Background: an optimization exercise with open tools, aiming at small area, a short achievable clock period and few clock cycles per item. Do not read the settings as production practice. At most, simulation tests tie the RTL to the original design; equivalence was not proved. Only the layout flow was run in run 6; the RTL was not checked for function there.

<file path="design/flow/config.mk">
export PLATFORM = sky130hd
export DESIGN_NAME = sw_core
export DESIGN_NICKNAME = sw_core
export VERILOG_FILES = /design/flow/design.v
export SDC_FILE = /design/flow/constraint.sdc
export NUM_CORES = 4
export LEC_CHECK = 0
export ABC_AREA = 1
export CAP_MARGIN = 20
export CORE_MARGIN = 2
export CORE_UTILIZATION = 40
export CTS_BUF_LIST = sky130_fd_sc_hd__clkbuf_8
export CTS_CLUSTER_SIZE = 10
export SLEW_MARGIN = 20
</file>
<file path="design/flow/constraint.sdc">
create_clock -name core_clock -period 13.0 [get_ports {clk}]
set_input_delay 2.6000 -clock core_clock [delete_from_list [all_inputs] [get_ports {clk}]]
set_output_delay 2.6000 -clock core_clock [all_outputs]
set_load 0.01 [all_outputs]
</file>
<file path="design/flow/design.v">
`default_nettype none
package sw_pkg;
    localparam int REF_MAX_LEN  = 16;
    localparam int READ_MAX_LEN = 8;
    localparam int SW           = 6;
endpackage
`default_nettype wire
`timescale 1ns/1ps
`default_nettype none
module sw_seq_loader (
    input  logic        clk,
    input  logic        rst,
    input  logic        i_valid,
    input  logic [31:0] i_ref_seq,
    input  logic [15:0] i_read_seq,
    input  logic [4:0]  i_ref_len,
    input  logic [3:0]  i_read_len,
    input  logic        i_credit_ok,
    output logic        o_ready,
    output logic        o_start,
    output logic [7:0]  o_match,
    output logic [3:0]  o_read_len,
    output logic        o_first,
    output logic        o_last
);
    logic       run;
    logic [3:0] cnt;
    logic       active;
    logic [1:0] ref_base;
    assign o_start  = !run && i_valid && i_credit_ok;
    assign active   = run || o_start;
    assign ref_base = i_ref_seq[2*cnt +: 2];
    always_ff @(posedge clk or posedge rst) begin
        if (rst) begin
            run     <= 1'b0;
            cnt     <= '0;
            o_ready <= 1'b0;
            o_last  <= 1'b0;
        end else begin
            o_last  <= active && ({1'b0, cnt} + 5'd1 == i_ref_len);
            o_ready <= active && !o_ready && ({1'b0, cnt} + 5'd2 >= i_ref_len);
            if (o_ready) begin
                run <= 1'b0;
                cnt <= '0;
            end else if (active) begin
                run <= 1'b1;
                cnt <= cnt + 4'd1;
            end
        end
    end
    always_ff @(posedge clk) begin
        o_first <= o_start;
        for (int r = 0; r < sw_pkg::READ_MAX_LEN; r++) begin
            o_match[r] <= (ref_base == i_read_seq[2*r +: 2]);
        end
        o_read_len <= i_read_len;
    end
endmodule
`default_nettype wire
`timescale 1ns/1ps
`default_nettype none
module sw_pe #(
    parameter int ROW = 0
) (
    input  logic       i_first,
    input  logic       i_match,
    input  logic [5:0] i_left_ht,
    input  logic [5:0] i_left_et,
    input  logic [5:0] i_diag_ht,
    output logic [5:0] o_et,
    output logic [5:0] o_key,
    output logic [5:0] o_self
);
    function automatic logic gt(input logic [5:0] a, input logic [5:0] b);
        logic g;
        g = 1'b0;
        for (int i = 0; i < 6; i++) begin
            g = (a[i] & ~b[i]) | (a[i] & g) | (~b[i] & g);
        end
        gt = g;
    endfunction
    localparam logic [5:0] KMASK = 6'((1 << $clog2(6 * ROW + 8)) - 1);
    logic [5:0] a2;
    logic [5:0] b2;
    logic [5:0] d2;
    logic       a_gt_b;
    logic       d_top;
    logic       s_d;
    logic       s_a;
    logic       s_b;
    assign a2 = KMASK & 6'(int'(i_left_et) - 1);
    assign b2 = KMASK & ((int'(i_left_ht) > ROW + 7) ? 6'(int'(i_left_ht) - 5) : 6'(ROW + 2));
    generate
        if (ROW == 0) begin : g_top
            assign d2 = i_match ? 6'd7 : 6'd2;
        end else begin : g_below
            assign d2 = KMASK & (i_diag_ht + {!i_match, !i_match, !i_match, 1'b1, 1'b0, !i_match});
        end
    endgenerate
    assign a_gt_b = gt(a2, b2);
    assign d_top  = !gt(a2, d2) && !gt(b2, d2);
    assign s_d    = !i_first && d_top;
    assign s_a    = !i_first && !d_top && a_gt_b;
    assign s_b    = !i_first && !d_top && !a_gt_b;
    assign o_et   = i_first ? 6'(ROW + 2) : (a_gt_b ? a2 : b2);
    assign o_key  = ({6{s_d}} & d2) | ({6{s_a}} & a2) | ({6{s_b}} & b2)
                  | ({6{i_first}} & (i_match ? 6'(ROW + 7) : 6'(ROW + 2)));
    assign o_self = o_key + 6'd2;
endmodule
`default_nettype wire
`timescale 1ns/1ps
`default_nettype none
module sw_pe_array (
    input  logic        clk,
    input  logic        rst,
    input  logic [7:0]  i_match,
    input  logic [3:0]  i_read_len,
    input  logic        i_first,
    input  logic        i_last,
    output logic [23:0] o_ht_top,
    output logic [23:0] o_ht_bot,
    output logic [3:0]  o_read_len,
    output logic        o_first,
    output logic        o_last
);
    localparam int N = sw_pkg::READ_MAX_LEN;
    function automatic logic gt(input logic [5:0] a, input logic [5:0] b);
        logic g;
        g = 1'b0;
        for (int i = 0; i < 6; i++) begin
            g = (a[i] & ~b[i]) | (a[i] & g) | (~b[i] & g);
        end
        gt = g;
    endfunction
    function automatic logic [5:0] max4(input logic [5:0] a, input logic [5:0] b,
                                        input logic [5:0] c, input logic [5:0] d);
        logic ab;
        logic ac;
        logic ad;
        logic bc;
        logic bd;
        logic cd;
        ab = !gt(b, a);
        ac = !gt(c, a);
        ad = !gt(d, a);
        bc = !gt(c, b);
        bd = !gt(d, b);
        cd = !gt(d, c);
        max4 = ({6{ab && ac && ad}} & a) | ({6{!ab && bc && bd}} & b)
             | ({6{!ac && !bc && cd}} & c) | ({6{!ad && !bd && !cd}} & d);
    endfunction
    function automatic logic gt_p2(input logic [5:0] a, input logic [5:0] b);
        logic g;
        g = 1'b1;
        for (int k = 5; k >= 0; k--) begin
            g = !gt(6'(b >> (k + 1)), 6'(a >> (k + 1))) || (a[k] && !b[k] && g);
        end
        gt_p2 = g;
    endfunction
    function automatic logic [5:0] top2(input logic [5:0] k, input logic [5:0] a);
        top2 = gt_p2(k, a) ? 6'(k + 6'd2) : a;
    endfunction
    function automatic logic [5:0] top3(input logic [5:0] k, input logic [5:0] a,
                                        input logic [5:0] b);
        logic sa;
        logic sb;
        logic ba;
        sa = gt_p2(k, a);
        sb = gt_p2(k, b);
        ba = gt(b, a);
        top3 = ({6{sa && sb}} & 6'(k + 6'd2)) | ({6{!sa && !ba}} & a) | ({6{!sb && ba}} & b);
    endfunction
    function automatic logic [5:0] top4(input logic [5:0] k, input logic [5:0] a,
                                        input logic [5:0] b, input logic [5:0] c);
        logic sa;
        logic sb;
        logic sc;
        logic ba;
        logic ca;
        logic cb;
        sa = gt_p2(k, a);
        sb = gt_p2(k, b);
        sc = gt_p2(k, c);
        ba = gt(b, a);
        ca = gt(c, a);
        cb = gt(c, b);
        top4 = ({6{sa && sb && sc}} & 6'(k + 6'd2)) | ({6{!sa && !ba && !ca}} & a)
             | ({6{!sb && ba && !cb}} & b) | ({6{!sc && ca && cb}} & c);
    endfunction
    function automatic logic [5:0] top5(input logic [5:0] k, input logic [5:0] a,
                                        input logic [5:0] b, input logic [5:0] c,
                                        input logic [5:0] d);
        logic sa;
        logic sb;
        logic sc;
        logic sd;
        logic ba;
        logic ca;
        logic da;
        logic cb;
        logic db;
        logic dc;
        sa = gt_p2(k, a);
        sb = gt_p2(k, b);
        sc = gt_p2(k, c);
        sd = gt_p2(k, d);
        ba = gt(b, a);
        ca = gt(c, a);
        da = gt(d, a);
        cb = gt(c, b);
        db = gt(d, b);
        dc = gt(d, c);
        top5 = ({6{sa && sb && sc && sd}} & 6'(k + 6'd2))
             | ({6{!sa && !ba && !ca && !da}} & a)
             | ({6{!sb && ba && !cb && !db}} & b)
             | ({6{!sc && ca && cb && !dc}} & c)
             | ({6{!sd && da && db && dc}} & d);
    endfunction
    function automatic int ht_bits(input int r);
        ht_bits = $clog2(6 * r + 10);
    endfunction
    function automatic int e_bits(input int r);
        e_bits = $clog2(6 * r + 5);
    endfunction
    logic [3:0] match_u;
    logic       first_u;
    logic       last_u;
    logic [3:0] read_len_u;
    logic [5:0] m_u;
    logic [5:0] d3_u;
    logic [5:0] ht   [0:N-1];
    logic [5:0] e    [0:N-1];
    logic [5:0] e_n  [0:N-1];
    logic [5:0] key  [0:N-1];
    logic [5:0] self [0:N-1];
    logic [5:0] ht_n [0:N-1];
    generate
        for (genvar r = 0; r < N; r++) begin : g_row
            localparam int HB = ht_bits(r);
            localparam int EB = e_bits(r);
            logic [HB-1:0] ht_q;
            logic [EB-1:0] e_q;
            logic [5:0]    diag;
            logic          first;
            logic          match;
            assign ht[r] = 6'(ht_q);
            assign e[r]  = 6'(e_q);
            if (r == 0) begin : g_top
                assign diag = '0;
            end else if (r == N / 2) begin : g_mid
                assign diag = d3_u;
            end else begin : g_below
                assign diag = ht[r-1];
            end
            if (r < N / 2) begin : g_hi
                assign first = i_first;
                assign match = i_match[r];
            end else begin : g_lo
                assign first = first_u;
                assign match = match_u[r - N / 2];
            end
            sw_pe #(.ROW(r)) pe_inst (
                .i_first   (first),
                .i_match   (match),
                .i_left_ht (ht[r]),
                .i_left_et (e[r]),
                .i_diag_ht (diag),
                .o_et      (e_n[r]),
                .o_key     (key[r]),
                .o_self    (self[r])
            );
            always_ff @(posedge clk) begin
                ht_q <= HB'(ht_n[r]);
                e_q  <= EB'(e_n[r]);
            end
        end
    endgenerate
    assign ht_n[0] = self[0];
    assign ht_n[1] = top2(key[1], key[0]);
    assign ht_n[2] = top3(key[2], key[0], key[1]);
    assign ht_n[3] = top4(key[3], key[0], key[1], key[2]);
    always_ff @(posedge clk or posedge rst) begin
        if (rst) begin
            last_u <= 1'b0;
        end else begin
            last_u <= i_last;
        end
    end
    always_ff @(posedge clk) begin
        match_u    <= i_match[7:4];
        first_u    <= i_first;
        read_len_u <= i_read_len;
        m_u        <= max4(key[0], key[1], key[2], key[3]);
        d3_u       <= ht[3];
    end
    assign ht_n[4] = top2(key[4], m_u);
    assign ht_n[5] = top3(key[5], m_u, key[4]);
    assign ht_n[6] = top4(key[6], m_u, key[4], key[5]);
    assign ht_n[7] = top5(key[7], m_u, key[4], key[5], key[6]);
    generate
        for (genvar r = 0; r < N / 2; r++) begin : g_out
            assign o_ht_top[6*r +: 6] = ht[r];
            assign o_ht_bot[6*r +: 6] = ht[r + N / 2];
        end
    endgenerate
    assign o_read_len = read_len_u;
    assign o_first    = first_u;
    assign o_last     = last_u;
endmodule
`default_nettype wire
`timescale 1ns/1ps
`default_nettype none
module sw_max_select (
    input  logic        clk,
    input  logic        rst,
    input  logic        i_start,
    input  logic [23:0] i_ht_top,
    input  logic [23:0] i_ht_bot,
    input  logic [3:0]  i_read_len,
    input  logic        i_first,
    input  logic        i_last,
    input  logic        i_ready,
    output logic        o_credit_ok,
    output logic        o_valid,
    output logic [9:0]  o_score,
    output logic [2:0]  o_row,
    output logic [3:0]  o_column
);
    localparam int N = sw_pkg::READ_MAX_LEN;
    function automatic logic gt(input logic [5:0] a, input logic [5:0] b);
        logic g;
        g = 1'b0;
        for (int i = 0; i < 6; i++) begin
            g = (a[i] & ~b[i]) | (a[i] & g) | (~b[i] & g);
        end
        gt = g;
    endfunction
    function automatic logic gt9(input logic [8:0] a, input logic [8:0] b);
        logic g;
        g = 1'b0;
        for (int i = 0; i < 9; i++) begin
            g = (a[i] & ~b[i]) | (a[i] & g) | (~b[i] & g);
        end
        gt9 = g;
    endfunction
    function automatic logic [5:0] h_of(input logic [5:0] ht, input int r, input logic en);
        h_of = en ? (6'((1 << $clog2(5 * r + 6)) - 1) & 6'(ht - 6'(r + 4))) : 6'd0;
    endfunction
    function automatic logic [7:0] max4i(input logic [5:0] a, input logic [5:0] b,
                                         input logic [5:0] c, input logic [5:0] d);
        logic       lo0;
        logic       lo1;
        logic       lo2;
        logic [5:0] s0;
        logic [5:0] s1;
        lo0 = gt(b, a);
        lo1 = gt(d, c);
        s0  = lo0 ? b : a;
        s1  = lo1 ? d : c;
        lo2 = gt(s1, s0);
        max4i = lo2 ? {s1, 1'b1, lo1} : {s0, 1'b0, lo0};
    endfunction
    logic [5:0] h [0:N-1];
    generate
        for (genvar r = 0; r < N / 2; r++) begin : g_h
            assign h[r]         = h_of(i_ht_top[6*r +: 6], r, 4'(r) < i_read_len);
            assign h[r + N / 2] = h_of(i_ht_bot[6*r +: 6], r + N / 2, 4'(r + N / 2) < read_len_v);
        end
    endgenerate
    logic [5:0] t_max;
    logic [1:0] t_row;
    logic [3:0] read_len_v;
    logic       first_v;
    logic       last_v;
    logic [7:0] top_m;
    logic [7:0] bot_m;
    logic       lo;
    assign top_m = max4i(h[0], h[1], h[2], h[3]);
    assign bot_m = max4i(h[4], h[5], h[6], h[7]);
    assign lo    = gt(bot_m[7:2], t_max);
    logic [5:0]  c_max;
    logic [2:0]  c_row;
    logic        c_first;
    logic        c_last;
    always_ff @(posedge clk or posedge rst) begin
        if (rst) begin
            last_v <= 1'b0;
            c_last <= 1'b0;
        end else begin
            last_v <= i_last;
            c_last <= last_v;
        end
    end
    always_ff @(posedge clk) begin
        t_max      <= top_m[7:2];
        t_row      <= top_m[1:0];
        read_len_v <= i_read_len;
        first_v    <= i_first;
        c_max      <= lo ? bot_m[7:2] : t_max;
        c_row      <= lo ? {1'b1, bot_m[1:0]} : {1'b0, t_row};
        c_first    <= first_v;
    end
    logic [5:0]  b_score;
    logic [2:0]  b_row;
    logic [3:0]  b_col;
    logic        b_full;
    logic [3:0]  col;
    logic        win;
    logic [12:0] n_best;
    assign win    = c_first || gt9({c_max, ~c_row}, {b_score, ~b_row});
    assign n_best = win ? {c_max, c_row, (c_first ? 4'd0 : col)} : {b_score, b_row, b_col};
    logic        take;
    logic        out_free;
    logic [1:0]  inflight;
    logic [12:0] o_data;
    assign take        = o_valid && i_ready;
    assign out_free    = !o_valid || take;
    assign o_credit_ok = !inflight[1] || take;
    always_ff @(posedge clk or posedge rst) begin
        if (rst) begin
            inflight <= '0;
            o_valid  <= 1'b0;
            b_full   <= 1'b0;
        end else begin
            inflight <= inflight + 2'(i_start) - 2'(take);
            if (b_full) begin
                if (out_free) begin
                    o_valid <= 1'b1;
                    b_full  <= 1'b0;
                end
            end else if (c_last) begin
                if (out_free) begin
                    o_valid <= 1'b1;
                end else begin
                    b_full <= 1'b1;
                end
            end else if (take) begin
                o_valid <= 1'b0;
            end
        end
    end
    always_ff @(posedge clk) begin
        col <= c_first ? 4'd1 : col + 4'd1;
        if (!b_full) begin
            {b_score, b_row, b_col} <= n_best;
        end
        if (out_free) begin
            o_data <= b_full ? {b_score, b_row, b_col} : n_best;
        end
    end
    assign o_score  = {4'd0, o_data[12:7]};
    assign o_row    = o_data[6:4];
    assign o_column = o_data[3:0];
endmodule
`default_nettype wire
`timescale 1ns/1ps
`default_nettype none
module sw_core (
    input  logic        clk,
    input  logic        rst,
    input  logic        i_valid,
    input  logic [31:0] i_ref_seq,
    input  logic [15:0] i_read_seq,
    input  logic [4:0]  i_ref_len,
    input  logic [3:0]  i_read_len,
    input  logic        i_ready,
    output logic        o_ready,
    output logic        o_valid,
    output logic [9:0]  o_score,
    output logic [2:0]  o_row,
    output logic [3:0]  o_column
);
    logic        credit_ok;
    logic        start;
    logic [7:0]  match;
    logic [3:0]  c_read_len;
    logic        c_first;
    logic        c_last;
    logic [23:0] ht_top;
    logic [23:0] ht_bot;
    logic [3:0]  h_read_len;
    logic        h_first;
    logic        h_last;
    sw_seq_loader loader_inst (
        .clk         (clk),
        .rst         (rst),
        .i_valid     (i_valid),
        .i_ref_seq   (i_ref_seq),
        .i_read_seq  (i_read_seq),
        .i_ref_len   (i_ref_len),
        .i_read_len  (i_read_len),
        .i_credit_ok (credit_ok),
        .o_ready     (o_ready),
        .o_start     (start),
        .o_match     (match),
        .o_read_len  (c_read_len),
        .o_first     (c_first),
        .o_last      (c_last)
    );
    sw_pe_array array_inst (
        .clk      (clk),
        .rst      (rst),
        .i_match  (match),
        .i_read_len (c_read_len),
        .i_first  (c_first),
        .i_last   (c_last),
        .o_ht_top (ht_top),
        .o_ht_bot (ht_bot),
        .o_read_len (h_read_len),
        .o_first  (h_first),
        .o_last   (h_last)
    );
    sw_max_select select_inst (
        .clk         (clk),
        .rst         (rst),
        .i_start     (start),
        .i_ht_top    (ht_top),
        .i_ht_bot    (ht_bot),
        .i_read_len  (h_read_len),
        .i_first     (h_first),
        .i_last      (h_last),
        .i_ready     (i_ready),
        .o_credit_ok (credit_ok),
        .o_valid     (o_valid),
        .o_score     (o_score),
        .o_row       (o_row),
        .o_column    (o_column)
    );
endmodule
`default_nettype wire
</file>
<file path="design/flow/run.sh">
#!/bin/bash
# synth_recipe.tcl (not shown) runs the flow's synth.tcl, then flattens the netlist and writes it again
# the make line also repeats each setting of config.mk as NAME=value (left out here)
make -C /OpenROAD-flow-scripts/flow DESIGN_CONFIG=/design/flow/config.mk WORK_HOME=/design/flow/orfs CLKGATE_MAP_FILE= SYNTH_SCRIPT=/design/flow/synth_recipe.tcl finish
</file>
==> run_results.csv, run 1 <==
group,metric,value,unit
clock_tree,hold_buffers,0,
sta,finalSetupViolCount,0,
worst_setup_path,critPathSlowestCell,"clkdlybuf4s50_1",
yosys,async_flop_share,7.78,%
route,vias,16184,
worst_setup_path,end_kind,"primary output",
yosys,yosys.area.top_type,"nand2_1",
sta,drv_slew,0,
clock_tree,cts.clk_slew.worst_paths,0.11,ns
worst_setup_path,cpPeakStageDelay,0.56,ns
yosys,ys_top_cells_by_area,"nand2_1 19%, dfxtp_1 18%, inv_1 8.7%, nand3_1 7.0%, ha_1 5.8%",
sta,fin_hold_ws,0.331,ns
sta,fin_skew,0.0188,ns
yosys,synth_area,15600,sq um
yosys,syn_inst,2546,
yosys,ys_seq_area_share,25.2,%
clock_tree,clock_path_buffers,2,
floorplan,die_area,40700,sq um
placement,place_hpwl,37.4,mm
floorplan,io_pins,80,
worst_setup_path,path_buf_inv,1,
clock_tree,cts_sinks,180,
sta,min_period,4.06,ns
sta,tns,0,ns
yosys,ys.flop_type,"dfxtp_1",
worst_setup_path,cp_top_family,"buffers and inverters",
layout,diodes,0,
layout,regArea,3930,sq um
layout,syn_to_final_growth,11.1,%
sta,timing.final.crit_share,31.2,%
run_status,outcome,"complete, no violations",
layout,fin_cells,3152,
yosys,synth_common_cells,"788 x nand2_1, 364 x inv_1, 235 x nor2_1",
route,drt_iter0_markers,1316,
yosys,ys_ff_latch,180,
global_route,grt_use_total,23.3,%
layout,fillers,4029,
sta,relSlewSlack,34.1,%
floorplan,die_w,202,microns
sta,fmax,246,MHz
layout,multiInputGateArea,10100,sq um
route,post_drt_wl_per_cell,15.0,microns
clock_tree,postCtsSetupBuffers,0,
route,via_per_inst,5.13,
layout,drive_above_1_share,7.97,%
yosys,ys_types,64,
placement,place_inst,3120,
yosys,synth.top_cell.area_share,18.9,%
floorplan,start_util,40.4,%
yosys,yosys_warnings,21,
route,drcViolationCount,0,
sta,tightest_slew,0.982,ns
worst_setup_path,crit_type,"reg -> out",
worst_setup_path,crit_path_cell_trace,"clkdlybuf4s50_1",
floorplan,core_area,38600,sq um
route,first_pass_iters,7,
global_route,first_global_vias,15185,
route,wl,47.4,mm
worst_setup_path,cp-start-kind,"flip-flop",
yosys,yosysMostFrequentCell,"nand2_1",
sta,rsz0062_at_grt,"no",
global_route,antenna_found_initial,0,
clock_tree,htree_levels,4,
floorplan,die_h,202,microns
placement,gp_congestion,0.942,
global_route,grt_pass1_wl,76.8,mm
clock_tree,cts-resized-gates,0,
hold_path,hold_path_class,"reg -> reg",
clock_tree,clk_latency,0.52,ns
sta,hold_violations,0,
placement,portBuffers,75,
global_route,grt_overflow_total,0,
flow_run,drv_cap,0,
clock_tree,cts_tree,"yes",
yosys,synth_edf_count,26,
yosys,syn_area_per_cell,6.14,sq um
clock_tree,cts_buffers,17,
layout,layout.nets,2754,
floorplan,rows,72,
global_route,grt_max_degree,39,
worst_setup_path,crit_required,10.40,ns
route,postRouteAntennaNets,0,
clock_tree,cts-root-buf,"clkbuf_8",
worst_setup_path,worstPathMaxFanout,3,
worst_setup_path,arrival,1.46,ns
-- stage by stage --
step           area (sq um)  util, %  setup WS (ns)
4_1_cts               17400     44.9           8.91
2_1_floorplan         15600        -           9.30
3_3_place_gp          16900     43.8           8.48
6_report              17400     44.9           8.94
5_1_grt               17400     44.9           8.69
3_5_place_dp          16900     43.8           8.43
-- worst reg2reg max path: stages, from the launching register on --
cell and delay, ns:
dfxtp_1 0.49, inv_1 0.15, ha_1 0.22, nand2_1 0.06
nand3_1 0.07, nand2_1 0.10, inv_2 0.07, a21oi_2 0.23
inv_1 0.10, nor2_1 0.09, nor3_1 0.06, o21ai_1 0.20
nand2_2 0.14, o21ai_1 0.23, nand2_1 0.08, nand2_1 0.29
inv_1 0.22, nand2_1 0.13, nand2_1 0.07, nor2_1 0.12
nand2_1 0.09, nand3_1 0.22, nor2_1 0.14, nand3_1 0.10
nand4_1 0.14
-- layer usage --
layer	track usage (%)	share of wire (%)	vias to the layer above
li1	-	-	8275
met1	30.1	44	7370
met2	40.3	48	466
met3	3.00	5.5	73
met4	7.20	2.2	0
met5	0	0	-
-- final cells by class --
| type | instances | area share (%) |
|---|---|---|
| Timing Repair Buffer | 81 | 4.58 |
| Tap cell | 518 | 3.73 |
| Sequential cell | 180 | 22.6 |
| Clock buffer | 17 | 1.35 |
| Clock inverter | 15 | 1.10 |
| Multi-Input combinational cell | 1941 | 57.9 |
| Inverter | 400 | 8.66 |
-- path summary, 6_finish.rpt --
path / slack [ns] / to / start / cells after the start
min: 0.33 / array_inst.read_len_u[3] / loader_inst.o_read_len[3] / 0
max reg2reg: 9.08 / array_inst.m_u[0] / array_inst.g_row[2].ht_q[1] / 24
max in group asynchronous: 10.25 / loader_inst.cnt[3] / rst / 2
min reg2reg: 0.33 / array_inst.read_len_u[3] / loader_inst.o_read_len[3] / 0
min in group asynchronous: 2.40 / select_inst.o_valid / rst / 2
max: 8.94 / o_ready / loader_inst.o_ready / 1
-- layout by cell type, fill, tap and decap left out, drive strengths merged, types with 13 or more instances in the layout --
| cell | netlist | final |
|---|---|---|
| or2 | 18 | 18 |
| dfrtp | 14 | 14 |
| a21oi | 81 | 81 |
| clkdlybuf4s50 | 0 | 75 |
| edfxtp | 26 | 26 |
| nand3 | 235 | 235 |
| o21ai | 177 | 177 |
| nor2 | 257 | 257 |
| ha | 72 | 72 |
| xnor2 | 34 | 34 |
| clkbuf | 14 | 17 |
| nand4 | 44 | 44 |
| xor2 | 54 | 54 |
| nand2 | 855 | 855 |
| nand3b | 13 | 13 |
| dfxtp | 140 | 140 |
| o22ai | 26 | 26 |
| inv | 394 | 402 |
-- sequential cells by signal, summed over array words and instances, names as in the netlist, 5 cells and up --
signal	cells
array_inst.d3_u	5
array_inst.g_row.e_q	40
array_inst.g_row.ht_q	42
array_inst.m_u	5
loader_inst.o_match	8
select_inst.b_score	6
select_inst.c_max	6
select_inst.o_data	13
select_inst.t_max	5
-- logic make-up (layout without fill, tap and decap cells) --
kind of cell               Yosys count  after routing  share of synthesized area [%]
DFF                                180            180                           25.2
other                                1              4                         0.0240
buffers and inverters              428            513                           10.5
xor gates and xnor gates            88             88                           4.98
adders and majority gates           74             74                           5.89
AOI/OAI and AO/OA                  333            333                           12.6
and+or+nand+nor                   1442           1442                           40.9
Testbench counts, summed over its fixed seeds: cycles 19,808, jobs 1,600.
==> run 2: changes to the inputs <==
--- a/design/flow/config.mk
+++ b/design/flow/config.mk
@@ -10,5 +10,4 @@
 export CORE_MARGIN = 2
 export CORE_UTILIZATION = 40
 export CTS_BUF_LIST = sky130_fd_sc_hd__clkbuf_8
-export CTS_CLUSTER_SIZE = 10
 export SLEW_MARGIN = 20
==> run_results.csv, run 2 <==
group,metric,value,unit
worst_setup_path,crit_required,10.40,ns
sta,rsz0062_at_grt,"no",
sta,setup_ws,8.94,ns
clock_tree,clock_path_buffers,2,
worst_setup_path,cp-start-kind,"flip-flop",
placement,gp_congestion,0.942,
yosys,synth_edf_count,26,
yosys,yosys.area.top_type,"nand2_1",
yosys,yosysMostFrequentCell,"nand2_1",
layout,top_register,"array_inst.g_row.ht_q",
sta,fin_skew,0.0188,ns
layout,final_cell_mix,"788 x nand2_1, 364 x inv_1, 235 x nor2_1",
placement,place_ws,8.43,ns
yosys,yosys_warnings,21,
layout,largest_reg_flops,42,
worst_setup_path,arrival,1.46,ns
global_route,grt_pass1_wl,76.8,mm
layout,drive_above_1_share,7.97,%
hold_path,hold_path_class,"reg -> reg",
route,drt_iter0_markers,1316,
floorplan,io_pins,80,
yosys,synth_area,15600,sq um
placement,place_inst,3120,
worst_setup_path,cp_top_family,"buffers and inverters",
clock_tree,cts_buffers,17,
clock_tree,cts-resized-gates,0,
run_status,outcome,"complete, no violations",
clock_tree,clk_latency,0.52,ns
flow_run,drv_cap,0,
floorplan,core_area,38600,sq um
worst_setup_path,crit_path_cell_trace,"clkdlybuf4s50_1",
clock_tree,cts-root-buf,"clkbuf_8",
route,vias,16184,
layout,final_common_cell,"nand2_1",
global_route,first_global_vias,15185,
yosys,async_flop_share,7.78,%
yosys,ys_types,64,
global_route,antenna_found_initial,0,
layout,layout.nets,2754,
sta,relSlewSlack,34.1,%
floorplan,die_area,40700,sq um
route,via_per_inst,5.13,
global_route,grt_overflow_total,0,
placement,place_hpwl,37.4,mm
worst_setup_path,worstPathMaxFanout,3,
floorplan,die_w,202,microns
sta,tightest_slew,0.982,ns
global_route,grt_use_total,23.3,%
clock_tree,cts_sinks,180,
yosys,syn_inst,2546,
yosys,syn_area_per_cell,6.14,sq um
sta,fmax,246,MHz
layout,syn_to_final_growth,11.1,%
worst_setup_path,path_buf_inv,1,
global_route,grt_max_degree,39,
route,wl,47.4,mm
clock_tree,hold_buffers,0,
yosys,ys_ff_latch,180,
floorplan,start_util,40.4,%
worst_setup_path,crit_type,"reg -> out",
layout,diodes,0,
route,first_pass_iters,7,
sta,min_period,4.06,ns
worst_setup_path,critPathSlowestCell,"clkdlybuf4s50_1",
clock_tree,postCtsSetupBuffers,0,
yosys,ys_top_cells_by_area,"nand2_1 19%, dfxtp_1 18%, inv_1 8.7%, nand3_1 7.0%, ha_1 5.8%",
sta,drv_slew,0,
yosys,ys.flop_type,"dfxtp_1",
clock_tree,cts.clk_slew.worst_paths,0.11,ns
sta,hold_violations,0,
route,post_drt_wl_per_cell,15.0,microns
worst_setup_path,end_kind,"primary output",
layout,fin_cells,3152,
sta,tns,0,ns
floorplan,rows,72,
clock_tree,htree_levels,4,
clock_tree,cts_tree,"yes",
placement,portBuffers,75,
route,drcViolationCount,0,
yosys,synth.top_cell.area_share,18.9,%
sta,timing.final.crit_share,31.2,%
yosys,ys_seq_area_share,25.2,%
yosys,synth_common_cells,"788 x nand2_1, 364 x inv_1, 235 x nor2_1",
sta,finalSetupViolCount,0,
layout,largest_registers,"array_inst.g_row.ht_q x42, array_inst.g_row.e_q x40, select_inst.o_data x13",
route,postRouteAntennaNets,0,
floorplan,die_h,202,microns
worst_setup_path,cpPeakStageDelay,0.56,ns
==> run 2: cell counts after synthesis <==
Identical to the previous run, type by type.
==> run 2: layout make-up <==
class	instances	area [sq um]
well taps	518	648
clock inverters	15	190
fillers	4029	21300
clock buffers	17	234
inverters	400	1500
multi-input cells	1941	10100
repair buffers	81	796
flip-flops and latches	180	3930
==> run 2: kinds of logic after synthesis <==
family	Yosys count	share of synthesized area [%]
simple gates	1442	40.9
flops	180	25.2
compound gates	333	12.6
xor+xnor	88	4.98
other cells	1	0.0240
fa+ha+maj	74	5.89
buf+inv	428	10.5
==> run 2: metrics by stage <==
stage	utilization, %	area (sq um)	hold WS (ns)
after CTS	44.9	17400	0.338
after global placement	43.8	16900	0.311
after detailed placement	43.8	16900	0.312
after floorplan	-	15600	0.310
after global routing	44.9	17400	0.345
final	44.9	17400	0.331
==> run 2: per-layer routing <==
metal / track usage (%) / wire, microns / up-vias
li1: - / - / 8275
met1: 30.1 / 21000 / 7370
met2: 40.3 / 22700 / 466
met3: 3.00 / 2590 / 73
met4: 7.20 / 1030 / 0
met5: 0 / 0 / -
==> run 2: final timing paths <==
path | startpoint | to | slack (ns) | depth (start not counted)
hold reg to reg | loader_inst.o_read_len[3] | array_inst.read_len_u[3] | 0.33 | 0
setup / recovery | loader_inst.o_ready | o_ready | 8.94 | 1
min in group asynchronous | rst | select_inst.o_valid | 2.40 | 2
hold / removal | loader_inst.o_read_len[3] | array_inst.read_len_u[3] | 0.33 | 0
setup reg to reg | array_inst.g_row[2].ht_q[1] | array_inst.m_u[0] | 9.08 | 24
max in group asynchronous | rst | loader_inst.cnt[3] | 10.25 | 2
==> run 3: changes to the inputs <==
--- a/design/flow/config.mk
+++ b/design/flow/config.mk
@@ -9,5 +9,4 @@
 export CAP_MARGIN = 20
 export CORE_MARGIN = 2
 export CORE_UTILIZATION = 40
-export CTS_BUF_LIST = sky130_fd_sc_hd__clkbuf_8
 export SLEW_MARGIN = 20
==> run_results.csv, run 3 <==
group,metric,value,unit
run_status,outcome,"complete, no violations",
layout,drive_above_1_share,7.97,%
placement,portBuffers,75,
sta,fmax,247,MHz
worst_setup_path,reg2reg_from,"array_inst.g_row[2].ht_q[0]",
route,drcViolationCount,0,
layout,layout.nets,2754,
global_route,grt_overflow_total,0,
worst_setup_path,critPathSlowestCell,"nand3_1",
sta,finalSetupViolCount,0,
placement,gp_congestion,0.942,
yosys,synth_area,15600,sq um
yosys,ys.flop_type,"dfxtp_1",
layout,regArea,3930,sq um
layout,largest_registers,"array_inst.g_row.ht_q x42, array_inst.g_row.e_q x40, select_inst.o_data x13",
clock_tree,htree_levels,4,
clock_tree,cts.clk_slew.worst_paths,0.08,ns
worst_setup_path,arrival,4.46,ns
yosys,ys_seq_area_share,25.2,%
worst_setup_path,worstPathMaxFanout,8,
global_route,first_global_vias,15231,
worst_setup_path,end_kind,"flip-flop",
sta,fin_skew,0.0134,ns
worst_setup_path,crit_required,13.41,ns
yosys,ys_types,64,
yosys,synth_edf_count,26,
hold_path,hold_path_startpoint,"loader_inst.o_read_len[3]",
sta,drv_slew,0,
floorplan,rows,72,
clock_tree,cts_tree,"yes",
clock_tree,clk_latency,0.47,ns
sta,timing.final.crit_share,31.1,%
sta,tns,0,ns
sta,tightest_slew,0.987,ns
layout,multiInputGateArea,10100,sq um
worst_setup_path,crit_type,"in -> reg",
worst_setup_path,cp-start-kind,"input port",
yosys,ys_ff_latch,180,
route,wl,47.5,mm
global_route,antenna_found_initial,0,
clock_tree,postCtsSetupBuffers,0,
floorplan,die_w,202,microns
clock_tree,cts-root-buf,"clkbuf_16",
yosys,async_flop_share,7.78,%
floorplan,core_area,38600,sq um
floorplan,die_area,40700,sq um
yosys,yosysMostFrequentCell,"nand2_1",
route,via_per_inst,5.14,
global_route,grt_use_total,23.4,%
sta,relSlewSlack,33.8,%
layout,final_util,45.4,%
layout,final_common_cell,"nand2_1",
worst_setup_path,path_buf_inv,2,
yosys,yosys.area.top_type,"nand2_1",
clock_tree,clock_path_buffers,2,
global_route,grt_pass1_wl,77.1,mm
global_route,grt_max_degree,39,
sta,fin_hold_ws,0.328,ns
clock_tree,cts_buffers,17,
layout,syn_to_final_growth,12.4,%
route,first_pass_iters,5,
clock_tree,hold_buffers,0,
floorplan,start_util,40.4,%
layout,final_cell_mix,"788 x nand2_1, 364 x inv_1, 235 x nor2_1",
layout,diodes,0,
yosys,yosys_warnings,21,
sta,rsz0062_at_grt,"no",
yosys,synth_common_cells,"788 x nand2_1, 364 x inv_1, 235 x nor2_1",
route,vias,16216,
worst_setup_path,cpPeakStageDelay,0.50,ns
worst_setup_path,critical_path.startpoint,"i_ref_seq[2]",
layout,fillers,4014,
route,postRouteAntennaNets,0,
yosys,syn_inst,2546,
hold_path,hold_path_class,"reg -> reg",
layout,top_register,"array_inst.g_row.ht_q",
route,post_drt_wl_per_cell,15.1,microns
flow_run,drv_cap,0,
floorplan,die_h,202,microns
layout,largest_reg_flops,42,
worst_setup_path,cp_top_family,"simple AND/OR/NAND/NOR gates",
yosys,syn_area_per_cell,6.14,sq um
route,drt_iter0_markers,1336,
clock_tree,cts_sinks,180,
worst_setup_path,crit_path_cell_trace,"clkdlybuf4s50_1, o21ai_0, o22ai_1, o211ai_1, nand3_1, xnor2_1, nand2_1, inv_1",
clock_tree,cts-resized-gates,0,
sta,min_period,4.04,ns
placement,place_hpwl,37.4,mm
floorplan,io_pins,80,
yosys,synth.top_cell.area_share,18.9,%
sta,hold_violations,0,
yosys,ys_top_cells_by_area,"nand2_1 19%, dfxtp_1 18%, inv_1 8.7%, nand3_1 7.0%, ha_1 5.8%",
-- run 3: cell counts after synthesis --
Identical to the previous run, type by type.
-- run 3: worst register-to-register path, cell delays in order (launching register included) --
cell     delay (ns)
dfxtp_1        0.47
inv_1          0.15
ha_1           0.23
or2_1          0.25
a21oi_2        0.25
inv_1          0.09
nor2_1         0.09
nor3_1         0.06
o21ai_1        0.20
nand2_2        0.14
o21ai_1        0.23
nand2_1        0.09
nand2_1        0.30
inv_1          0.23
nand2_1        0.13
nand2_1        0.07
nor2_1         0.12
nand2_1        0.09
nand3_1        0.21
nor2_1         0.13
nand3_1        0.09
nand4_1        0.14
-- run 3: final timing paths --
kind                            slack, ns  depth (start not counted)                        to
worst max register to register       9.09                         21         array_inst.m_u[0]
worst max-delay path                 8.96                          8    loader_inst.o_match[5]
worst min-delay path                 0.33                          0  array_inst.read_len_u[3]
min in group asynchronous            2.46                          2       select_inst.o_valid
worst min register to register       0.33                          0  array_inst.read_len_u[3]
max in group asynchronous           10.19                          2        loader_inst.cnt[3]
-- run 3: metal layers --
layer	vias to the layer above	part of all wire, %	track usage (%)
li1	8284	-	-
met1	7413	45	30.2
met2	431	48	40.4
met3	88	4.9	2.95
met4	0	2.5	7.54
met5	-	0	0
-- run 3: area by class of cell --
class	count	share of cell area [%]
tap	518	3.69
clock inverter	15	1.08
sequential	180	22.4
inverter	400	8.56
timing repair buffer	81	4.53
clock buffer	17	2.42
multi-input combinational	1941	57.3
-- run 3: kinds of logic (layout without fill, tap and decap cells) --
kind of cell               count (synthesis)  after routing  share of synthesized area [%]
adders and majority gates                 74             74                           5.89
other                                      1              4                         0.0240
buffers and inverters                    428            513                           10.5
and+or+nand+nor                         1442           1442                           40.9
xor gates and xnor gates                  88             88                           4.98
DFF                                      180            180                           25.2
AOI/OAI and AO/OA                        333            333                           12.6
-- run 3: through the flow --
stage	setup slack [ns]	instances	cell area, sq um
after CTS	8.91	3152	17600
after detailed placement	8.43	3120	16900
after floorplan	9.30	2549	15600
after global placement	8.48	3120	16900
after global routing	8.70	3152	17600
final	8.96	3152	17600
==> run 4: changes to the inputs <==
--- a/design/flow/config.mk
+++ b/design/flow/config.mk
@@ -9,4 +9,5 @@
 export CAP_MARGIN = 20
 export CORE_MARGIN = 2
 export CORE_UTILIZATION = 40
+export CTS_BUF_LIST = sky130_fd_sc_hd__clkbuf_8 sky130_fd_sc_hd__clkbuf_16
 export SLEW_MARGIN = 20
==> run_results.csv, run 4 <==
group,metric,value,unit
yosys,ys_seq_area_share,25.2,%
worst_setup_path,arrival,4.46,ns
global_route,grt_max_degree,39,
clock_tree,cts-root-buf,"clkbuf_16",
layout,layout.nets,2754,
layout,syn_to_final_growth,12.4,%
clock_tree,cts-resized-gates,0,
clock_tree,htree_levels,4,
worst_setup_path,cp-start-kind,"input port",
floorplan,die_area,40700,sq um
clock_tree,postCtsSetupBuffers,0,
layout,final_cell_mix,"788 x nand2_1, 364 x inv_1, 235 x nor2_1",
clock_tree,clk_latency,0.47,ns
clock_tree,cts.clk_slew.worst_paths,0.08,ns
worst_setup_path,worstPathMaxFanout,8,
route,drcViolationCount,0,
route,via_per_inst,5.14,
yosys,synth_edf_count,26,
sta,fmax,247,MHz
yosys,ys_ff_latch,180,
clock_tree,cts_tree,"yes",
layout,top_register,"array_inst.g_row.ht_q",
floorplan,start_util,40.4,%
floorplan,die_w,202,microns
placement,place_ws,8.43,ns
yosys,ys_top_cells_by_area,"nand2_1 19%, dfxtp_1 18%, inv_1 8.7%, nand3_1 7.0%, ha_1 5.8%",
layout,largest_reg_flops,42,
sta,drv_slew,0,
clock_tree,clock_path_buffers,2,
sta,rsz0062_at_grt,"no",
global_route,first_global_vias,15231,
hold_path,hold_path_class,"reg -> reg",
placement,place_inst,3120,
yosys,synth.top_cell.area_share,18.9,%
yosys,synth_common_cells,"788 x nand2_1, 364 x inv_1, 235 x nor2_1",
route,postRouteAntennaNets,0,
global_route,antenna_found_initial,0,
worst_setup_path,end_kind,"flip-flop",
global_route,grt_overflow_total,0,
sta,fin_skew,0.0134,ns
sta,timing.final.crit_share,31.1,%
yosys,yosys.area.top_type,"nand2_1",
route,post_drt_wl_per_cell,15.1,microns
route,vias,16216,
clock_tree,cts_sinks,180,
floorplan,io_pins,80,
placement,gp_congestion,0.942,
flow_run,drv_cap,0,
global_route,grt_use_total,23.4,%
sta,setup_ws,8.96,ns
worst_setup_path,crit_type,"in -> reg",
sta,tightest_slew,0.987,ns
sta,tns,0,ns
clock_tree,hold_buffers,0,
worst_setup_path,r2r_setup_slack,9.09,ns
route,wl,47.5,mm
yosys,yosys_warnings,21,
sta,min_period,4.04,ns
route,drt_iter0_markers,1336,
yosys,syn_inst,2546,
worst_setup_path,cpPeakStageDelay,0.50,ns
layout,diodes,0,
route,first_pass_iters,5,
global_route,grt_pass1_wl,77.1,mm
sta,relSlewSlack,33.8,%
worst_setup_path,critPathSlowestCell,"nand3_1",
placement,place_hpwl,37.4,mm
worst_setup_path,crit_required,13.41,ns
run_status,outcome,"complete, no violations",
layout,final_util,45.4,%
yosys,ys.flop_type,"dfxtp_1",
yosys,synth_area,15600,sq um
yosys,yosysMostFrequentCell,"nand2_1",
floorplan,rows,72,
floorplan,die_h,202,microns
floorplan,core_area,38600,sq um
sta,hold_violations,0,
yosys,async_flop_share,7.78,%
layout,fin_cells,3152,
clock_tree,cts_buffers,17,
yosys,ys_types,64,
placement,portBuffers,75,
layout,drive_above_1_share,7.97,%
yosys,syn_area_per_cell,6.14,sq um
sta,finalSetupViolCount,0,
layout,largest_registers,"array_inst.g_row.ht_q x42, array_inst.g_row.e_q x40, select_inst.o_data x13",
layout,final_common_cell,"nand2_1",
worst_setup_path,crit_path_cell_trace,"clkdlybuf4s50_1, o21ai_0, o22ai_1, o211ai_1, nand3_1, xnor2_1, nand2_1, inv_1",
[run 4: layer usage]
metal | GRT usage (%) | vias up | routed length [microns]
li1 | - | 8284 | -
met1 | 30.2 | 7413 | 21300
met2 | 40.4 | 431 | 22700
met3 | 2.95 | 88 | 2310
met4 | 7.54 | 0 | 1210
met5 | 0 | - | 0
[run 4: layout make-up]
| cell class | count | area (sq um) |
|---|---|---|
| Fill cell | 4014 | 21100 |
| Multi-Input combinational cell | 1941 | 10100 |
| Sequential cell | 180 | 3930 |
| Inverter | 400 | 1500 |
| Timing Repair Buffer | 81 | 796 |
| Tap cell | 518 | 648 |
| Clock buffer | 17 | 425 |
| Clock inverter | 15 | 190 |
[run 4: per-stage QoR]
stage	cell area, sq um	hold slack [ns]
2_1_floorplan	15600	0.310
3_3_place_gp	16900	0.311
3_5_place_dp	16900	0.312
4_1_cts	17600	0.330
5_1_grt	17600	0.340
6_report	17600	0.328
[run 4: worst paths after layout]
path                                                  start                        to  cells past startpoint
worst max register to register  array_inst.g_row[2].ht_q[0]         array_inst.m_u[0]                     21
worst max-delay path                           i_ref_seq[2]    loader_inst.o_match[5]                      8
worst min-delay path              loader_inst.o_read_len[3]  array_inst.read_len_u[3]                      0
min in group asynchronous                               rst       select_inst.o_valid                      2
worst min register to register    loader_inst.o_read_len[3]  array_inst.read_len_u[3]                      0
max in group asynchronous                               rst        loader_inst.cnt[3]                      2
[run 4: critical path: cells and delay by family]
kind | cells | cell delay, ns
AO/OA/AOI/OAI | 3 | 0.48
XOR/XNOR | 1 | 0.36
buffers and inverters | 2 | 0.44
AND/OR/NAND/NOR | 2 | 0.57
[run 4: cell families (layout without fill, tap and decap cells)]
family / count (synthesis) / count (layout) / share of synthesized area, %
compound gates: 333 / 333 / 12.6
xor+xnor: 88 / 88 / 4.98
fa+ha+maj: 74 / 74 / 5.89
buf+inv: 428 / 513 / 10.5
flops: 180 / 180 / 25.2
other cells: 1 / 4 / 0.0240
simple gates: 1442 / 1442 / 40.9
==> run 5: changes to the inputs <==
==> design/flow/flow/run.sh (new file) <==
#!/bin/bash
# The standard layout, with timing repair aiming for more setup slack
bash standard.sh SETUP_SLACK_MARGIN=9.3 finish > standard.log 2>&1
==> design/flow/standard.sh (new file) <==
#!/bin/bash
# synth_recipe.tcl (not shown) runs the flow's synth.tcl, then flattens the netlist and writes it again
# the make line also repeats each setting of config.mk as NAME=value (left out here)
make -C /OpenROAD-flow-scripts/flow DESIGN_CONFIG=/design/flow/config.mk WORK_HOME=/design/flow/orfs CLKGATE_MAP_FILE= SYNTH_SCRIPT=/design/flow/synth_recipe.tcl "${@:-finish}"
--- a/design/flow/config.mk
+++ b/design/flow/config.mk
@@ -9,5 +9,5 @@
 export CAP_MARGIN = 20
 export CORE_MARGIN = 2
 export CORE_UTILIZATION = 40
-export CTS_BUF_LIST = sky130_fd_sc_hd__clkbuf_8 sky130_fd_sc_hd__clkbuf_16
+export CTS_BUF_LIST = sky130_fd_sc_hd__clkbuf_8
 export SLEW_MARGIN = 20
removed: design/flow/run.sh
==> run_results.csv, run 5 <==
group,metric,value,unit
clock_tree,clock_path_buffers,2,
clock_tree,cts_buffers,17,
yosys,syn_inst,2546,
route,postRouteAntennaNets,0,
yosys,muxShareOfSynthArea,0,%
sta,drv_slew,0,
layout,drive_above_1_share,15.0,%
sta,tns,0,ns
global_route,antenna_found_initial,0,
route,vias,16539,
yosys,ys.flop_type,"dfxtp_1",
sta,tightest_slew,0.978,ns
floorplan,die_w,202,microns
flow_run,drv_cap,0,
yosys,synth_top_family_by_area,"simple AND/OR/NAND/NOR gates",
yosys,yosys.area_share.simple,40.9,%
route,drcViolationCount,0,
sta,finalSetupViolCount,0,
worst_setup_path,cpPeakStageDelay,0.41,ns
worst_setup_path,crit_path_cell_trace,"buf_2",
layout,diodes,0,
yosys,synth_compound_area_share,12.6,%
clock_tree,htree_levels,4,
yosys,synth_area,15600,sq um
floorplan,start_util,40.4,%
worst_setup_path,critPathSlowestCell,"edfxtp_1",
sta,fin_skew,0.0186,ns
hold_path,hold_path_class,"reg -> reg",
yosys,async_flop_share,7.78,%
worst_setup_path,arrival,1.07,ns
yosys,synth_edf_count,26,
sta,fmax,272,MHz
global_route,grt_overflow_total,0,
yosys,synth-adder-area-share,5.89,%
placement,place_hpwl,37.4,mm
global_route,first_global_vias,15212,
yosys,ys_top_cells_by_area,"nand2_1 19%, dfxtp_1 18%, inv_1 8.7%, nand3_1 7.0%, ha_1 5.8%",
yosys,synth_xor_area_share,4.98,%
worst_setup_path,cp-start-kind,"flip-flop",
clock_tree,cts_sinks,180,
yosys,ys_seq_area_share,25.2,%
sta,min_period,3.67,ns
layout,top_register,"array_inst.g_row.ht_q",
floorplan,io_pins,80,
floorplan,rows,72,
yosys,synth.top_cell.area_share,18.9,%
global_route,grt_use_total,23.3,%
global_route,grt_max_degree,39,
sta,relSlewSlack,34.4,%
global_route,grt_pass1_wl,77.0,mm
worst_setup_path,path_buf_inv,1,
route,wl,48.3,mm
sta,hold_violations,0,
layout,layout.nets,2802,
yosys,syn_area_per_cell,6.14,sq um
layout,final_cell_mix,"768 x nand2_1, 353 x inv_1, 216 x nor2_1",
yosys,ys_types,64,
worst_setup_path,worstPathMaxFanout,1,
floorplan,core_area,38600,sq um
yosys,ys_ff_latch,180,
route,via_per_inst,5.17,
layout,largest_reg_flops,42,
yosys,yosys.area.top_type,"nand2_1",
floorplan,die_area,40700,sq um
clock_tree,hold_buffers,0,
route,first_pass_iters,5,
placement,portBuffers,75,
worst_setup_path,cp_top_family,"flip-flops",
floorplan,die_h,202,microns
placement,gp_congestion,0.942,
sta,timing.final.crit_share,28.2,%
sta,fin_hold_ws,0.328,ns
yosys,yosys_warnings,21,
placement,place_area,16900,sq um
yosys,yosysMostFrequentCell,"nand2_1",
worst_setup_path,end_kind,"primary output",
layout,final_common_cell,"nand2_1",
clock_tree,clk_latency,0.51,ns
worst_setup_path,crit_required,10.40,ns
route,drt_iter0_markers,1204,
sta,rsz0062_at_grt,"yes",
layout,final_cell_area,18600,sq um
worst_setup_path,crit_type,"reg -> out",
clock_tree,cts_tree,"yes",
run_status,outcome,"complete, no violations",
yosys,synth_common_cells,"788 x nand2_1, 364 x inv_1, 235 x nor2_1",
clock_tree,cts.clk_slew.worst_paths,0.12,ns
route,post_drt_wl_per_cell,15.1,microns
clock_tree,cts-root-buf,"clkbuf_8",
layout,largest_registers,"array_inst.g_row.ht_q x42, array_inst.g_row.e_q x40, select_inst.o_data x13",
layout,syn_to_final_growth,18.8,%
==> run 5: path summary, 6_finish.rpt <==
check / from / endpoint / slack [ns] / depth (start not counted)
max: select_inst.o_data[7] / o_score[0] / 9.33 / 1
min: loader_inst.o_match[7] / array_inst.match_u[3] / 0.33 / 0
max reg2reg: array_inst.match_u[1] / array_inst.g_row[6].ht_q[4] / 9.46 / 26
min reg2reg: loader_inst.o_match[7] / array_inst.match_u[3] / 0.33 / 0
max in group asynchronous: rst / loader_inst.cnt[3] / 10.24 / 2
min in group asynchronous: rst / select_inst.o_valid / 2.41 / 2
==> run 5: cell type report <==
class	count	area, sq um
clock buffers	17	234
flip-flops and latches	180	3990
inverters	400	1520
repair buffers	129	1120
clock inverters	15	190
fillers	3924	20100
multi-input cells	1941	10900
well taps	518	648
==> run 5: cells by family (layout without fill, tap and decap cells) <==
logic type               Yosys count  count (layout)
AO/OA/AOI/OAI                    333             333
flip-flops                       180             180
buffers and inverters            428             561
AND/OR/NAND/NOR                 1442            1442
XOR/XNOR                          88              88
adder cells (fa/ha/maj)           74              74
other                              1               4
==> run 5: routing by layer <==
layer  GRT usage [%]  vias to the layer above  wire length [microns]
li1                -                     8383                      -
met1            30.2                     7605                  21500
met2            40.4                      461                  23200
met3            3.03                       90                   2440
met4            7.22                        0                   1140
met5               0                        -                      0
==> run 5: metrics by stage <==
stage | setup slack, ns | instances | util [%]
CTS | 9.22 | 3154 | 45.0
floorplan | 9.30 | 2549 | -
global route | 9.22 | 3200 | 48.0
detailed placement | 8.43 | 3120 | 43.8
global placement | 8.48 | 3120 | 43.8
finish | 9.33 | 3200 | 48.0
==> run 5: timing repair <==
item | CTS | global route
resized for setup | 76 | 201
buffers inserted | 2 | 46
setup endpoints to repair | 43 | 66
endpoints found under the hold margin | 0 | 0
pin swaps | 1 | 38
==> run 6: changes to the inputs <==
--- a/design/flow/design.v
+++ b/design/flow/design.v
@@ -385,10 +385,8 @@
     always_ff @(posedge clk or posedge rst) begin
         if (rst) begin
             last_v <= 1'b0;
-            c_last <= 1'b0;
         end else begin
             last_v <= i_last;
-            c_last <= last_v;
         end
     end
     always_ff @(posedge clk) begin
@@ -396,10 +394,11 @@
         t_row      <= top_m[1:0];
         read_len_v <= i_read_len;
         first_v    <= i_first;
-        c_max      <= lo ? bot_m[7:2] : t_max;
-        c_row      <= lo ? {1'b1, bot_m[1:0]} : {1'b0, t_row};
-        c_first    <= first_v;
     end
+    assign c_max   = lo ? bot_m[7:2] : t_max;
+    assign c_row   = lo ? {1'b1, bot_m[1:0]} : {1'b0, t_row};
+    assign c_first = first_v;
+    assign c_last  = last_v;
     logic [5:0]  b_score;
     logic [2:0]  b_row;
     logic [3:0]  b_col;
==> design/flow/run.sh (new file) <==
#!/bin/bash
# synth_recipe.tcl (not shown) runs the flow's synth.tcl, then flattens the netlist and writes it again
# the make line also repeats each setting of config.mk as NAME=value (left out here)
make -C /OpenROAD-flow-scripts/flow DESIGN_CONFIG=/design/flow/config.mk WORK_HOME=/design/flow/orfs CLKGATE_MAP_FILE= SYNTH_SCRIPT=/design/flow/synth_recipe.tcl finish
removed: design/flow/flow/run.sh
removed: design/flow/standard.sh
==> run_results.csv, run 6 <==
group,metric,value,unit
yosys,yosysMostFrequentCell,"nand2_1",
hold_path,hold_path_startpoint,"loader_inst.o_read_len[1]",
worst_setup_path,arrival,5.17,ns
clock_tree,cts_sinks,169,
clock_tree,htree_levels,4,
clock_tree,cts-root-buf,"clkbuf_8",
floorplan,die_h,194,microns
sta,timing.final.crit_share,37.9,%
clock_tree,cts_buffers,17,
layout,final_cell_mix,"567 x nand2_1, 392 x inv_1, 284 x nor2_1",
clock_tree,postCtsSetupBuffers,0,
yosys,synth_common_cells,"567 x nand2_1, 392 x inv_1, 284 x nor2_1",
sta,fin_skew,0.0234,ns
yosys,ys_seq_area_share,25.7,%
layout,layout.nets,2534,
global_route,grt_max_degree,32,
sta,relSlewSlack,36.3,%
layout,top_register,"array_inst.g_row.ht_q",
worst_setup_path,crit_required,13.24,ns
yosys,yosys_warnings,21,
global_route,antenna_found_initial,0,
sta,fmax,203,MHz
yosys,syn_area_per_cell,6.19,sq um
yosys,ys_top_cells_by_area,"dfxtp_1 18%, nand2_1 15%, inv_1 10%, nor2_1 7.4%, ha_1 6.2%",
yosys,synth.top_cell.area_share,18.1,%
sta,hold_violations,0,
floorplan,die_area,37600,sq um
yosys,syn_inst,2330,
clock_tree,cts.clk_slew.worst_paths,0.10,ns
sta,tightest_slew,0.956,ns
sta,drv_slew,0,
layout,largest_reg_flops,42,
worst_setup_path,r2r_setup_slack,8.07,ns
yosys,synth_edf_count,26,
sta,min_period,4.93,ns
yosys,synth_area,14400,sq um
floorplan,die_w,194,microns
route,drcViolationCount,0,
layout,largest_registers,"array_inst.g_row.ht_q x42, array_inst.g_row.e_q x40, select_inst.o_data x13",
clock_tree,cts-resized-gates,0,
worst_setup_path,cpPeakStageDelay,0.46,ns
floorplan,rows,69,
floorplan,io_pins,80,
worst_setup_path,critPathSlowestCell,"dfxtp_1",
placement,gp_congestion,0.962,
route,vias,15069,
yosys,ys_ff_latch,169,
global_route,grt_overflow_total,0,
run_status,outcome,"complete, no violations",
floorplan,core_area,35600,sq um
clock_tree,cts_tree,"yes",
hold_path,holdPathStages,0,
route,wl,43.6,mm
worst_setup_path,crit_type,"reg -> reg",
layout,syn_to_final_growth,11.4,%
placement,portBuffers,75,
sta,finalSetupViolCount,0,
worst_setup_path,cp-start-kind,"flip-flop",
placement,place_hpwl,34.5,mm
hold_path,hold_path_class,"reg -> reg",
layout,diodes,0,
worst_setup_path,worstPathMaxFanout,13,
worst_setup_path,r2r_cells,40,
layout,drive_above_1_share,4.06,%
route,via_per_inst,5.24,
layout,final_util,45.1,%
global_route,first_global_vias,14038,
floorplan,start_util,40.5,%
sta,tns,0,ns
layout,final_common_cell,"nand2_1",
clock_tree,clock_path_buffers,2,
hold_path,min_delay_worst_endpoint,"array_inst.read_len_u[1]",
flow_run,drv_cap,0,
global_route,grt_pass1_wl,70.1,mm
global_route,grt_use_total,22.8,%
sta,rsz0062_at_grt,"no",
clock_tree,clk_latency,0.51,ns
route,first_pass_iters,6,
yosys,ys.flop_type,"dfxtp_1",
worst_setup_path,end_kind,"flip-flop",
route,drt_iter0_markers,1291,
worst_setup_path,reg2reg_from,"array_inst.g_row[7].ht_q[0]",
worst_setup_path,cp_common_cell,"nand2_1",
yosys,ys_types,61,
worst_setup_path,r2r_end,"select_inst.o_data[4]",
yosys,yosys.area.top_type,"dfxtp_1",
route,post_drt_wl_per_cell,15.1,microns
clock_tree,hold_buffers,0,
yosys,async_flop_share,7.69,%
route,postRouteAntennaNets,0,
-- run 6: worst max-delay path by stage --
stage	start	end	slack, ns
final	array_inst.g_row[7].ht_q[0]	select_inst.o_data[4]	8.07
after global routing	array_inst.g_row[7].ht_q[0]	select_inst.o_data[4]	7.41
after CTS	array_inst.g_row[7].ht_q[0]	select_inst.o_data[4]	8.07
after detailed placement	array_inst.g_row[7].ht_q[0]	select_inst.o_data[4]	8.09
after global placement	array_inst.g_row[7].ht_q[0]	select_inst.o_data[4]	8.10
after floorplan	array_inst.g_row[6].ht_q[1]	select_inst.b_score[2]	9.07
-- run 6: cell families after synthesis --
| group | after synthesis | synth area share [%] |
|---|---|---|
| and+or+nand+nor | 1091 | 31.5 |
| buffers and inverters | 447 | 11.9 |
| DFF | 169 | 25.7 |
| AOI/OAI and AO/OA | 447 | 18.2 |
| other | 1 | 0.0260 |
| adders and majority gates | 84 | 7.07 |
| xor gates and xnor gates | 91 | 5.53 |
-- run 6: critical path, delay by kind of cell, from the launching register on --
family	cells	cell delay (ns)
flops	1	0.46
compound gates	3	0.37
fa+ha+maj	1	0.39
buf+inv	5	0.46
simple gates	31	2.99
-- run 6: area by class of cell --
| class | count | area (sq um) |
|---|---|---|
| tap | 461 | 577 |
| inverter | 414 | 1550 |
| multi-input combinational | 1717 | 9000 |
| timing repair buffer | 83 | 811 |
| clock inverter | 15 | 170 |
| clock buffer | 17 | 234 |
| fill | 3725 | 19500 |
| sequential | 169 | 3710 |
-- run 6: per-layer routing --
metal | track usage (%) | vias up | wire length [microns]
met4 | 6.87 | 0 | 1080
li1 | - | 7686 | -
met5 | 0 | - | 0
met1 | 30.2 | 6788 | 19500
met2 | 38.4 | 508 | 20400
met3 | 3.13 | 87 | 2630
-- run 6: per-stage QoR --
step	hold slack, ns	worst slack [ns]	instance area, sq um	instances
6_report	0.335	8.07	16100	2876
5_1_grt	0.346	7.41	16100	2876
4_1_cts	0.335	8.07	16100	2876
3_5_place_dp	0.313	8.09	15600	2844
3_3_place_gp	0.311	8.10	15600	2844
2_1_floorplan	0.310	9.07	14400	2333

afterwards: timing with drivers on the ports:
In the flow no input, the clock included, has a driving cell. The finished layouts below were timed again as built, in two steps.
Step 1 assumes that a clkbuf_16 drives the clock port and a buf_2 every other input.
Step 2 moves the port delays by t, midway between the first and last clock arrival at a register: inputs arrive t later, outputs are due t later. That takes back most of the time a late clock gives input paths.
a / b / c = ideal ports / drivers / drivers and shift; a / b = the first two.
run | t, ns | slack for setup (ns) | pins driven straight from the clock port
run 1 | 0.560 | 8.939 / 8.889 / 8.475 | 1
run 2 | 0.560 | 8.939 / 8.889 / 8.475 | 1
run 3 | 0.514 | 8.955 / 8.946 / 8.465 | 1
run 4 | 0.514 | 8.955 / 8.946 / 8.465 | 1
run 5 | 0.550 | 9.329 / 9.279 / 8.787 | 1
run 6 | 0.541 | 8.068 / 8.068 / 8.068 | 1
After both steps setup and hold are still met in every run listed. For run 5, which loses most, drivers alone change the setup slack by -0.050 ns; drivers and shift together by -0.542 ns.
